From an optimization exercise on the open Yosys and OpenROAD flow, aimed at small area; shortcuts taken in it are not production practice.
The RTL was checked by simulation tests, not by an equivalence proof against the original design.
Power figures rest on the tool's default switching activity, not on a simulated workload. No driver is modelled on the clock port, so clocking that relies on it looks cheaper here than on a real chip.

== v7 ==
Design blur_3x3_center_weighted, start of the top module:
module blur_3x3_center_weighted
#(
  parameter int MAX_WIDTH = b3cw_pkg::MAX_WIDTH_DEF
)(
  input  wire logic                  clk,
  input  wire logic                  rst_n,
  input  wire logic                  in_valid,
  output logic                       in_ready,
  input  wire logic                  in_mode,
  input  wire logic [b3cw_pkg::PIX_W-1:0]      in_pixel_in,
  output logic                       out_valid,
  input  wire logic                  out_ready,
  output logic [b3cw_pkg::PIX_W-1:0]           out_pixel_out,
  output logic                       out_frame_last,
  input  wire logic                  psel,
  input  wire logic                  penable,
  input  wire logic                  pwrite,
  input  wire logic [b3cw_pkg::APB_ADDR_W-1:0] paddr,
  input  wire logic [b3cw_pkg::APB_DATA_W-1:0] pwdata,
  output logic [b3cw_pkg::APB_DATA_W-1:0]      prdata,
  output logic                       pready
);
Size in the first run: about 5500 cells after synthesis, about 4200 flip-flops, roughly 95 I/O pins.
export LEC_CHECK = 0
export CAP_MARGIN = 20
export CORE_MARGIN = 2
export CORE_UTILIZATION = 40
export CTS_BUF_LIST = sky130_fd_sc_hd__clkbuf_8
export CTS_CLUSTER_SIZE = 40
export SLEW_MARGIN = 20
create_clock -name core_clock -period 10.0 [get_ports {clk}]
run.sh (not shown) runs the stock make flow with config.mk's settings and CLKGATE_MAP_FILE= SYNTH_SCRIPT=/design/flow/synth_recipe.tcl, a recipe that flattens the netlist after the stock synthesis.
The following lists how v1 was set up differently from v7:
diff --git a/flow/config.mk b/flow/config.mk
--- a/flow/config.mk
+++ b/flow/config.mk
@@ -11,2 +10,0 @@
-export CTS_BUF_LIST = sky130_fd_sc_hd__clkbuf_8
-export CTS_CLUSTER_SIZE = 40
### Flow results
v1: no failed stages, no open violations at the end
v1 against v7: minimum period implied by the final worst setup slack now smaller; maximum vdd ir drop has increased.
v7 → v1: highest cell delay on the worst timing path lost 0.05 ns, number of inserted filler cells in the final layout down 408, required time of the critical path decreased 0.20 ns.


Another version of the RTL of blur_3x3_center_weighted (not shown whole).
Size in the first run: ~15000 cells after synthesis, ~130000 um2 of cells after synthesis.
Design blur_3x3_center_weighted, start of the top module:
module blur_3x3_center_weighted
#(
  parameter int MAX_WIDTH = b3cw_pkg::MAX_WIDTH_DEF
)(
  input  wire logic                  clk,
  input  wire logic                  rst_n,
  input  wire logic                  in_valid,
  output logic                       in_ready,
  input  wire logic                  in_mode,
  input  wire logic [b3cw_pkg::PIX_W-1:0]      in_pixel_in,
  output logic                       out_valid,
  input  wire logic                  out_ready,
  output logic [b3cw_pkg::PIX_W-1:0]           out_pixel_out,
  output logic                       out_frame_last,
  input  wire logic                  psel,
  input  wire logic                  penable,
  input  wire logic                  pwrite,
  input  wire logic [b3cw_pkg::APB_ADDR_W-1:0] paddr,
  input  wire logic [b3cw_pkg::APB_DATA_W-1:0] pwdata,
  output logic [b3cw_pkg::APB_DATA_W-1:0]      prdata,
  output logic                       pready
);
  ...
Settings: LEC_CHECK=0, ABC_AREA=1, CAP_MARGIN=20, CORE_MARGIN=2, CORE_UTILIZATION=40, CTS_CLUSTER_DIAMETER=100, CTS_CLUSTER_SIZE=30, SLEW_MARGIN=20, SYNTH_HIERARCHICAL=1; clock period 10.0 ns.
The starting point finished with timing, DRC and antenna clean.
Next try:
Settings changed: CORE_UTILIZATION 40 to 65, PLACE_DENSITY set to 0.75.
Result:
- wire length came out higher by 2.3%
- register-to-register slack loses 0.51 ns
- total power grows by 0.57%
- count of clock-buffer cells in the layout drops by 8
- worst setup slack is worse by 0.51 ns
- flip-flop and latch count stays the same
- via count rose by 2.2%
Next try:
Settings changed: CORE_UTILIZATION 65 to 40, CTS_CLUSTER_DIAMETER 100 to unset, CTS_CLUSTER_SIZE 30 to unset, PLACE_DENSITY 0.75 to unset.
Result: Cell area came out higher by 8.4%. Worst setup slack improves by 0.54 ns. Global-route usage decreases by 8.0 points. Clock power increases by 99%. Area after synthesis stays the same. Power rose by 21%. Flip-flop and latch count does not change. Synthesized cell count is unchanged. Core utilization is lower by 23 points. Clock-buffer cell count climbs by 426. Sequential share of layout area came out lower by 4.7 points.


== run A ==
Another version of the RTL of blur_3x3_center_weighted (not shown whole).
Size: ~14,000 cells after synthesis, roughly 4,200 flip-flops, about 95 I/O pins, ~0.13 sq mm of cells after synthesis.
==> flow/config.mk <==
export PLATFORM = sky130hd
export DESIGN_NAME = blur_3x3_center_weighted
export DESIGN_NICKNAME = blur_3x3_center_weighted
export VERILOG_FILES = /design/flow/design.v
export SDC_FILE = /design/flow/constraint.sdc
export NUM_CORES = 4
export LEC_CHECK = 0
export ABC_AREA = 1
export CAP_MARGIN = 20
export CORE_MARGIN = 2
export CORE_UTILIZATION = 70
export CTS_CLUSTER_DIAMETER = 100
export CTS_CLUSTER_SIZE = 30
export PLACE_DENSITY = 0.85
export SLEW_MARGIN = 20
export SYNTH_HIERARCHICAL = 1
==> flow/constraint.sdc <==
create_clock -name core_clock -period 10.0 [get_ports {clk}]
set_input_delay 2.0000 -clock core_clock [delete_from_list [all_inputs] [get_ports {clk}]]
set_output_delay 2.0000 -clock core_clock [all_outputs]
set_load 0.01 [all_outputs]
standard.sh (not shown) runs the stock make flow with config.mk's settings and CLKGATE_MAP_FILE= SYNTH_SCRIPT=/design/flow/synth_recipe.tcl, a recipe that flattens the netlist after the stock synthesis.
==> flow/flow/run.sh <==
#!/bin/bash
# Own layout flow: the standard layout (standard.sh, unchanged synthesis,
# floorplan, power grid, placement and routing) with two ORFS knobs set:
#  - clock tree: clusters of up to 32 sinks within 100 um, no dummy loads,
#    clkbuf_8 for the upper tree levels;
#  - port buffers: sky130_fd_sc_hd__buf_1 on every input and output port.
# make's full output goes to flow_make.log here; ORFS keeps each step's log
# under orfs/logs/.
set -euo pipefail
bash standard.sh \
  "CTS_ARGS=-sink_clustering_enable -repair_clock_nets -sink_clustering_size 32 -sink_clustering_max_diameter 100 -dont_use_dummy_load -tree_buf sky130_fd_sc_hd__clkbuf_8" \
  "BUFFER_PORTS_ARGS=-buffer_cell sky130_fd_sc_hd__buf_1" \
  finish > flow_make.log 2>&1
## Diff of input files: run B against run A
- a change of SLEW_MARGIN from 20 to 0
- a change of CAP_MARGIN from 20 to 0
- a change of CTS_CLUSTER_SIZE from 30 to 32
==> flow/run.sh (new file) <==
#!/bin/bash
# synth_recipe.tcl (not shown) runs the flow's synth.tcl, then flattens the netlist and writes it again
# the make line also repeats each setting of config.mk as NAME=value (left out here)
make -C /OpenROAD-flow-scripts/flow DESIGN_CONFIG=/design/flow/config.mk WORK_HOME=/design/flow/orfs CLKGATE_MAP_FILE= SYNTH_SCRIPT=/design/flow/synth_recipe.tcl finish
removed: flow/flow/run.sh
removed: flow/standard.sh
[summary]
Looking at routed length on met1 across run B and run A, the one that comes out lower is run B. Run B finished every step from synthesis to the final layout, and the layout passed the timing, design-rule and antenna checks. Higher initial antenna violation count was reported by run A, not run B. Delta (run B minus run A): cell-internal power +about 1.2%, source-to-sink clock delay at the later pin of the worst-skew pair went down, post-detailed-route via-to-cell ratio decreased by 0.016 relative to the old numbers. Non-clock buffer count: run B vs run A down about 14%. Comparing run B against run A, there is no change at all in worst-case reg-to-reg path depth. Total power on run B is behind run A. [compare] base=run A new=run B: power drawn by the combinational cells did not really move, design area up 0.48%.
### run B -> run C
- CTS_CLUSTER_SIZE now 30, was 32
- SLEW_MARGIN now 20, was 0
- CAP_MARGIN now 20, was 0
Total power of run C exceeds that of run B slightly.
Setup slack improves in run C relative to run B.
Run C vs. run B: maximum achievable frequency climbed about 0.3%, first-pass GRT wire length barely changed, vias per cell barely changed, max-capacitance violation count barely changed.
Re first-iteration DRC count: run C is 0.64% down on run B.
Clock network power share (run C over run B): increase, 0.5 points
Sequential portion of the cell area: run C vs run B — no meaningful difference


blur_3x3_center_weighted, a different RTL version from the one above (not shown whole).
Size in the first run: ~4200 flip-flops, ~95 I/O pins, about 130000 um2 of cells after synthesis.
==> flow/design.v (excerpt) <==
module blur_3x3_center_weighted
#(
  parameter int MAX_WIDTH = b3cw_pkg::MAX_WIDTH_DEF
)(
  input  wire logic                  clk,
  input  wire logic                  rst_n,
  input  wire logic                  in_valid,
  output logic                       in_ready,
  input  wire logic                  in_mode,
  input  wire logic [b3cw_pkg::PIX_W-1:0]      in_pixel_in,
  output logic                       out_valid,
  input  wire logic                  out_ready,
  output logic [b3cw_pkg::PIX_W-1:0]           out_pixel_out,
  output logic                       out_frame_last,
  input  wire logic                  psel,
  input  wire logic                  penable,
  input  wire logic                  pwrite,
  input  wire logic [b3cw_pkg::APB_ADDR_W-1:0] paddr,
  input  wire logic [b3cw_pkg::APB_DATA_W-1:0] pwdata,
  output logic [b3cw_pkg::APB_DATA_W-1:0]      prdata,
  output logic                       pready
);
export LEC_CHECK = 0
export ABC_AREA = 1
export CAP_MARGIN = 0
export CORE_MARGIN = 2
export CORE_UTILIZATION = 78
export CTS_CLUSTER_DIAMETER = 80
export CTS_CLUSTER_SIZE = 36
export PLACE_DENSITY = 0.9
export SLEW_MARGIN = 0
export SYNTH_HIERARCHICAL = 1
create_clock -name core_clock -period 10.0 [get_ports {clk}]
==> flow/flow/run.sh <==
#!/bin/bash
# Own layout flow: the standard layout (standard.sh, unchanged synthesis,
# floorplan, power grid, placement and routing) with two ORFS knobs set:
#  - clock tree: clusters of up to 36 sinks within 80 um, no dummy loads,
#    clkbuf_8 for the upper tree levels;
#  - port buffers: sky130_fd_sc_hd__buf_1 on every input and output port.
# make's full output goes to flow_make.log here; ORFS keeps each step's log
# under orfs/logs/.
set -euo pipefail
bash standard.sh \
  "CTS_ARGS=-sink_clustering_enable -repair_clock_nets -sink_clustering_size 36 -sink_clustering_max_diameter 80 -dont_use_dummy_load -tree_buf sky130_fd_sc_hd__clkbuf_8" \
  "BUFFER_PORTS_ARGS=-buffer_cell sky130_fd_sc_hd__buf_1" \
  finish > flow_make.log 2>&1
The starting point completed with no timing, DRC or antenna violations.
Edit:
--- a/flow/flow/run.sh
+++ b/flow/flow/run.sh
@@ -4,2 +4,2 @@
-#  - clock tree: clusters of up to 36 sinks within 80 um, no dummy loads,
-#    clkbuf_8 for the upper tree levels;
+#  - clock tree: clusters of up to 32 sinks within 100 um, no dummy loads,
+#    clkbuf_4 for the upper tree levels;
@@ -11 +11 @@
-  "CTS_ARGS=-sink_clustering_enable -repair_clock_nets -sink_clustering_size 36 -sink_clustering_max_diameter 80 -dont_use_dummy_load -tree_buf sky130_fd_sc_hd__clkbuf_8" \
+  "CTS_ARGS=-sink_clustering_enable -repair_clock_nets -sink_clustering_size 32 -sink_clustering_max_diameter 100 -dont_use_dummy_load -tree_buf sky130_fd_sc_hd__clkbuf_4" \
Settings changed: CTS_CLUSTER_DIAMETER 80 to 100, CTS_CLUSTER_SIZE 36 to 32.
Effect: The changed run finished with timing, DRC and antenna clean. Cell count barely changes. Global-route usage barely changes. First-iteration DRC count climbs by 3.2%. Die area is unchanged. Flip-flop and latch count stays the same. Clock power climbs by about 0.6%. Design area is about the same. Worst hold slack degrades by 0.034 ns.
Edit:
--- a/flow/flow/run.sh
+++ b/flow/flow/run.sh
@@ -5 +5 @@
-#    clkbuf_4 for the upper tree levels;
+#    clkbuf_8 for the upper tree levels;
@@ -11 +11 @@
-  "CTS_ARGS=-sink_clustering_enable -repair_clock_nets -sink_clustering_size 32 -sink_clustering_max_diameter 100 -dont_use_dummy_load -tree_buf sky130_fd_sc_hd__clkbuf_4" \
+  "CTS_ARGS=-sink_clustering_enable -repair_clock_nets -sink_clustering_size 32 -sink_clustering_max_diameter 100 -dont_use_dummy_load -tree_buf sky130_fd_sc_hd__clkbuf_8" \
Settings changed: CORE_UTILIZATION 78 to 70, PLACE_DENSITY 0.9 to 0.85.
What happened:
- design area came out higher by 0.35%
- power is about the same
- critical path depth came out higher by 1
- wire length fell by 2.5%
- area after synthesis is unchanged
- first-iteration DRC count came out lower by 4.1%
- flip-flop and latch count is unchanged
- synthesized cell count does not change
Edit:
--- a/flow/flow/run.sh
+++ b/flow/flow/run.sh
@@ -4 +4 @@
-#  - clock tree: clusters of up to 32 sinks within 100 um, no dummy loads,
+#  - clock tree: clusters of up to 34 sinks within 80 um, no dummy loads,
@@ -11 +11 @@
-  "CTS_ARGS=-sink_clustering_enable -repair_clock_nets -sink_clustering_size 32 -sink_clustering_max_diameter 100 -dont_use_dummy_load -tree_buf sky130_fd_sc_hd__clkbuf_8" \
+  "CTS_ARGS=-sink_clustering_enable -repair_clock_nets -sink_clustering_size 34 -sink_clustering_max_diameter 80 -dont_use_dummy_load -tree_buf sky130_fd_sc_hd__clkbuf_8" \
Settings changed: CORE_UTILIZATION 70 to 78, CTS_CLUSTER_DIAMETER 100 to 80, CTS_CLUSTER_SIZE 32 to 34, PLACE_DENSITY 0.85 to 0.9.
After rerunning: Final area goes down by about 0.33%. Sequential power is about the same. Hold slack hardly moves. Via count goes up by about 1%. Clock skew goes up by 0.0036 ns. Worst setup slack improves by 0.037 ns. Area after synthesis stays the same. Die area goes down by 10%. Power is about the same. Synthesized cell count is unchanged. Register-to-register slack improves by 0.04 ns.
Edit:
--- a/flow/flow/run.sh
+++ b/flow/flow/run.sh
@@ -4 +4 @@
-#  - clock tree: clusters of up to 34 sinks within 80 um, no dummy loads,
+#  - clock tree: clusters of up to 32 sinks within 100 um, no dummy loads,
@@ -11 +11 @@
-  "CTS_ARGS=-sink_clustering_enable -repair_clock_nets -sink_clustering_size 34 -sink_clustering_max_diameter 80 -dont_use_dummy_load -tree_buf sky130_fd_sc_hd__clkbuf_8" \
+  "CTS_ARGS=-sink_clustering_enable -repair_clock_nets -sink_clustering_size 32 -sink_clustering_max_diameter 100 -dont_use_dummy_load -tree_buf sky130_fd_sc_hd__clkbuf_8" \
Settings changed: CTS_CLUSTER_DIAMETER 80 to 100, CTS_CLUSTER_SIZE 34 to 32.
First-iteration DRC count is higher by 2.0%.
Worst hold slack degrades by 0.015 ns.
Flip-flop and latch count does not change.
Cell count barely changes.
Synthesized area stays the same.
Clock skew is higher by 0.013 ns.
Total power hardly moves.
Clock-buffer cell count is higher by 3.
Worst setup slack improves by 0.045 ns.
Routed wire length is lower by 0.41%.
Die area does not change.

[separate check: timing with driven ports]
The flow's constraints put no driver on any port. The routed layouts listed below were extracted and timed again, unchanged, in two steps.
Step 1 assumes that a clkbuf_16 drives the clock port and a buf_2 every other input.
Step 2 moves the port delays by t, midway between the first and last clock arrival at a register: inputs arrive t later, outputs are due t later. That takes back most of the time a late clock gives input paths.
a / b / c = no drivers / after step 1 / after step 2; a / b = the first two.
run | shift t [ns] | setup WS [ns] | hold WS [ns] | worst register clock-pin slew, ns
v7 | 1.189 | 1.580 / 1.580 / 1.580 | 0.363 / 0.363 / 0.363 | 0.07 / 0.07
v1 | 0.964 | 1.660 / 1.660 / 1.660 | 0.361 / 0.361 / 0.361 | 0.07 / 0.07
the first run of note 2 | 0.939 | 3.066 / 3.066 / 3.066 | 0.427 / 0.427 / 0.427 | 0.12 / 0.12
the second run of note 2 | 0.911 | 2.556 / 2.556 / 2.556 | 0.435 / 0.435 / 0.435 | 0.11 / 0.11
the third run of note 2 | 0.974 | 3.097 / 3.097 / 3.097 | 0.404 / 0.404 / 0.404 | 0.06 / 0.06
run A | 0.923 | 1.995 / 2.064 / 1.140 | 0.376 / 0.376 / 0.376 | 0.12 / 0.12
run B | 0.905 | 1.733 / 1.784 / 0.879 | 0.430 / 0.430 / 0.430 | 0.12 / 0.12
run C | 0.927 | 1.758 / 1.806 / 0.879 | 0.424 / 0.424 / 0.424 | 0.11 / 0.11
the first run of note 4 | 0.875 | 1.796 / 1.796 / 1.335 | 0.362 / 0.362 / 0.362 | 0.13 / 0.13
the second run of note 4 | 0.984 | 1.866 / 1.866 / 1.339 | 0.328 / 0.328 / 0.328 | 0.12 / 0.12
the third run of note 4 | 0.912 | 1.751 / 1.751 / 1.195 | 0.379 / 0.379 / 0.379 | 0.12 / 0.12
the fourth run of note 4 | 0.887 | 1.789 / 1.789 / 1.294 | 0.377 / 0.377 / 0.377 | 0.12 / 0.12
the fifth run of note 4 | 0.887 | 1.834 / 1.834 / 1.324 | 0.362 / 0.362 / 0.362 | 0.12 / 0.12
After both steps setup and hold are still met in every run listed. For run C, which loses most, drivers alone change the setup slack by +0.048 ns; drivers and shift together by -0.879 ns.
